What follows belongs to an exercise in optimizing a design on an open flow for small area; a production flow would make more cautious choices. RTL that was checked went through simulation tests only; none was proved equivalent to the original. No activity file was given, so power comes from the tool's default toggle rates.

==> job 9486: inputs <==
==> flow/design.v <==
module sensor_sample_buf #(
  parameter int unsigned DATA_W = 32,
  parameter int unsigned DEPTH  = 64,
  parameter int unsigned ADDR_W = 6
) (
  input  logic              ACLK,
  input  logic              ARESETn,
  input  logic              sctrl_en,
  input  logic              sctrl_clear,
  input  logic [ADDR_W-1:0] sctrl_addr,
  input  logic              sensor_ready,
  input  logic [DATA_W-1:0] sensor_out,
  output logic              sctrl_interrupt,
  output logic [DATA_W-1:0] sctrl_out,
  output logic              sensor_en,
  output logic [ADDR_W:0]   word_cnt,
  output logic [15:0]       ovf_cnt
);
  localparam int unsigned CNT_W = ADDR_W + 1;
  localparam logic [ADDR_W-1:0] LAST_IDX = ADDR_W'(DEPTH - 1);
  localparam logic [CNT_W-1:0]  FULL_CNT = CNT_W'(DEPTH);
  typedef enum logic [1:0] {
    IDLE    = 2'd0,
    CAPTURE = 2'd1,
    FULL    = 2'd2
  } state_t;
  state_t            state;
  state_t            state_nxt;
  logic [ADDR_W-1:0] wptr;
  logic              capture_c;
  logic [DATA_W-1:0] mem [DEPTH];
  assign sensor_en = (state == CAPTURE) && !sctrl_clear;
  assign capture_c = sensor_en && sensor_ready;
  always_comb begin
    state_nxt = state;
    unique case (state)
      IDLE: begin
        if (sctrl_en && !sctrl_clear) state_nxt = CAPTURE;
      end
      CAPTURE: begin
        if (sctrl_clear)                         state_nxt = IDLE;
        else if (capture_c && wptr == LAST_IDX)  state_nxt = FULL;
        else if (!sctrl_en)                      state_nxt = IDLE;
      end
      FULL: begin
        if (sctrl_clear) state_nxt = IDLE;
      end
      default: state_nxt = IDLE;
    endcase
  end
  always_ff @(posedge ACLK or negedge ARESETn) begin
    if (!ARESETn) state <= IDLE;
    else          state <= state_nxt;
  end
  always_ff @(posedge ACLK or negedge ARESETn) begin
    if (!ARESETn) sctrl_interrupt <= 1'b0;
    else          sctrl_interrupt <= (state_nxt == FULL);
  end
  always_ff @(posedge ACLK or negedge ARESETn) begin
    if (!ARESETn) begin
      wptr     <= '0;
      word_cnt <= '0;
    end else if (sctrl_clear) begin
      wptr     <= '0;
      word_cnt <= '0;
    end else if (capture_c) begin
      wptr <= wptr + ADDR_W'(1);
      if (word_cnt != FULL_CNT) word_cnt <= word_cnt + CNT_W'(1);
    end
  end
  always_ff @(posedge ACLK or negedge ARESETn) begin
    if (!ARESETn) begin
      for (int i = 0; i < int'(DEPTH); i++) mem[i] <= '0;
    end else if (capture_c) begin
      mem[wptr] <= sensor_out;
    end
  end
  always_ff @(posedge ACLK or negedge ARESETn) begin
    if (!ARESETn) sctrl_out <= '0;
    else          sctrl_out <= mem[sctrl_addr];
  end
  logic [15:0] ovf_q;
  always_ff @(posedge ACLK or negedge ARESETn) begin
    if (!ARESETn)
      ovf_q <= 16'h0;
    else if (sctrl_clear)
      ovf_q <= 16'h0;
    else if (state == FULL && sensor_ready && ovf_q != 16'hFFFF)
      ovf_q <= ovf_q + 16'd1;
  end
  assign ovf_cnt = ovf_q;
endmodule
==> flow/run.sh <==
#!/bin/bash
# synth_recipe.tcl (not shown) runs the flow's synth.tcl, then flattens the netlist and writes it again
# the make line also repeats each setting of config.mk as NAME=value (left out here)
make -C /OpenROAD-flow-scripts/flow DESIGN_CONFIG=/design/flow/config.mk WORK_HOME=/design/flow/orfs CLKGATE_MAP_FILE= SYNTH_SCRIPT=/design/flow/synth_recipe.tcl finish
==> flow/config.mk <==
export PLATFORM = sky130hd
export DESIGN_NAME = sensor_sample_buf
export DESIGN_NICKNAME = sensor_sample_buf
export VERILOG_FILES = /design/flow/design.v
export SDC_FILE = /design/flow/constraint.sdc
export NUM_CORES = 4
export LEC_CHECK = 0
export CAP_MARGIN = 20
export CORE_MARGIN = 2
export CORE_UTILIZATION = 40
export SLEW_MARGIN = 20
==> flow/constraint.sdc <==
create_clock -name core_clock -period 5.0 [get_ports {ACLK}]
set_input_delay 1.0000 -clock core_clock [delete_from_list [all_inputs] [get_ports {ACLK}]]
set_output_delay 1.0000 -clock core_clock [all_outputs]
set_load 0.01 [all_outputs]
==> inputs of job 6349, as changes to job 9486 <==
==> flow/design.v, changed modules only <==
module sensor_sample_buf #(
  parameter int unsigned DATA_W = 32,
  parameter int unsigned DEPTH  = 64,
  parameter int unsigned ADDR_W = 6
) (
  input  logic              ACLK,
  input  logic              ARESETn,
  input  logic              sctrl_en,
  input  logic              sctrl_clear,
  input  logic [ADDR_W-1:0] sctrl_addr,
  input  logic              sensor_ready,
  input  logic [DATA_W-1:0] sensor_out,
  output logic              sctrl_interrupt,
  output logic [DATA_W-1:0] sctrl_out,
  output logic              sensor_en,
  output logic [ADDR_W:0]   word_cnt,
  output logic [15:0]       ovf_cnt
);
  localparam int unsigned CNT_W = ADDR_W + 1;
  logic              cap_q;     
  logic [CNT_W-1:0]  cnt_q;     
  logic [CNT_W-1:0]  hw_q;      
  logic              capture_c;
  logic              full_c;
  logic [ADDR_W-1:0] wptr;
  logic [DATA_W-1:0] mem [DEPTH];
  assign full_c          = cnt_q[CNT_W-1];
  assign wptr            = cnt_q[ADDR_W-1:0];
  assign sctrl_interrupt = full_c;
  assign word_cnt        = cnt_q;
  assign sensor_en       = cap_q && !sctrl_clear;
  assign capture_c       = sensor_en && sensor_ready;
  always_ff @(posedge ACLK or negedge ARESETn) begin
    if (!ARESETn) cap_q <= 1'b0;
    else          cap_q <= sctrl_en && !sctrl_clear && !full_c &&
                           !(capture_c && wptr == ADDR_W'(DEPTH - 1));
  end
  always_ff @(posedge ACLK or negedge ARESETn) begin
    if (!ARESETn)         cnt_q <= '0;
    else if (sctrl_clear) cnt_q <= '0;
    else if (capture_c)   cnt_q <= cnt_q + CNT_W'(1);
  end
  always_ff @(posedge ACLK or negedge ARESETn) begin
    if (!ARESETn)                        hw_q <= '0;
    else if (capture_c && cnt_q == hw_q) hw_q <= hw_q + CNT_W'(1);
  end
  logic [DEPTH-1:0] we;
  always_comb begin
    for (int i = 0; i < int'(DEPTH); i++) we[i] = capture_c && (wptr == ADDR_W'(i));
  end
  always_ff @(posedge ACLK) begin
    for (int i = 0; i < int'(DEPTH); i++)
      mem[i] <= (mem[i] & {DATA_W{~we[i]}}) | (sensor_out & {DATA_W{we[i]}});
  end
  logic [DEPTH-1:0]  rsel;
  logic [DATA_W-1:0] rdata;
  always_comb begin
    for (int i = 0; i < int'(DEPTH); i++)
      rsel[i] = (sctrl_addr == ADDR_W'(i)) && (CNT_W'(i) < hw_q);
    rdata = '0;
    for (int i = 0; i < int'(DEPTH); i++)
      rdata = rdata | (mem[i] & {DATA_W{rsel[i]}});
  end
  always_ff @(posedge ACLK or negedge ARESETn) begin
    if (!ARESETn)                     sctrl_out <= '0;
    else          sctrl_out <= rdata;
  end
  logic [15:0] ovf_q;
  always_ff @(posedge ACLK or negedge ARESETn) begin
    if (!ARESETn)
      ovf_q <= 16'h0;
    else if (sctrl_clear)
      ovf_q <= 16'h0;
    else if (full_c && sensor_ready && ovf_q != 16'hFFFF)
      ovf_q <= ovf_q + 16'd1;
  end
  assign ovf_cnt = ovf_q;
endmodule
- CORE_UTILIZATION: 40 -> 70
- CTS_BUF_LIST: default -> sky130_fd_sc_hd__clkbuf_4 sky130_fd_sc_hd__clkbuf_8
==> run summary <==
item	job 6349	job 9486
Worst stage delay on the critical path	0.95 ns	1.10 ns
Sequential fraction of the synthesis area	82.8%	58.0%
Most common cell after layout, fill and taps aside	sky130_fd_sc_hd__edfxtp_1	sky130_fd_sc_hd__dfrtp_1
Clock insertion delay at the later pin of the skew report	1.02 ns	0.93 ns
Vertical die dimension	334 um	481 um
Filler cells	5137	20.2k
Main flop type after synthesis	sky130_fd_sc_hd__edfxtp_1	sky130_fd_sc_hd__dfrtp_1
Met3 layer usage reported by global route	19.6%	8.50%
Combinational fraction of design power	2.0%	3.2%
P_sw	7150 uW	8200 uW
Critical setup path kind	reg2reg	in2reg
Post-synthesis instance area	76100 um2	91100 um2
Area growth syn-to-layout	15.0%	14.2%
Synth area leader	sky130_fd_sc_hd__edfxtp_1	sky130_fd_sc_hd__dfrtp_1
Total global-route track usage	48.2%	33.0%
Vias in the first global route	46.1k	63.9k
Share of cell area taken by multi-input logic gates	14.8%	34.4%
Run status	finished clean	finished clean
Clock tree sinks	2111	2112
Only the layout flow was run in job 6349; the RTL was not checked for function there.

port drivers added, routing unchanged:
How much do the figures lean on ideal ports? The routed layouts below were timed once more, with nothing changed but the port constraints.
Step 1 (the two cells are an assumption about what drives the block):
set clk [get_ports {ACLK}]
set_driving_cell -lib_cell sky130_fd_sc_hd__clkbuf_16 $clk
set_driving_cell -lib_cell sky130_fd_sc_hd__buf_2 [delete_from_list [all_inputs] $clk]
Step 2 also shifts input and output timing later by t, the mid clock arrival at the registers, as if the neighbouring blocks saw the same clock.
a / b / c = no drivers / after step 1 / after step 2; a / b = the first two.
run	t, ns	slack for setup (ns)	worst data-port slew with drivers (ns)	cell pins on the clock port's net
job 9486	0.985	0.742 / 0.786 / -0.199	0.18	1
job 6349	1.052	0.241 / 0.241 / -0.368	0.15	1
With both steps, setup timing fails in job 9486 and job 6349, where it was met with ideal ports. For job 9486, which loses most, drivers alone change the setup slack by +0.044 ns; drivers and shift together by -0.941 ns.
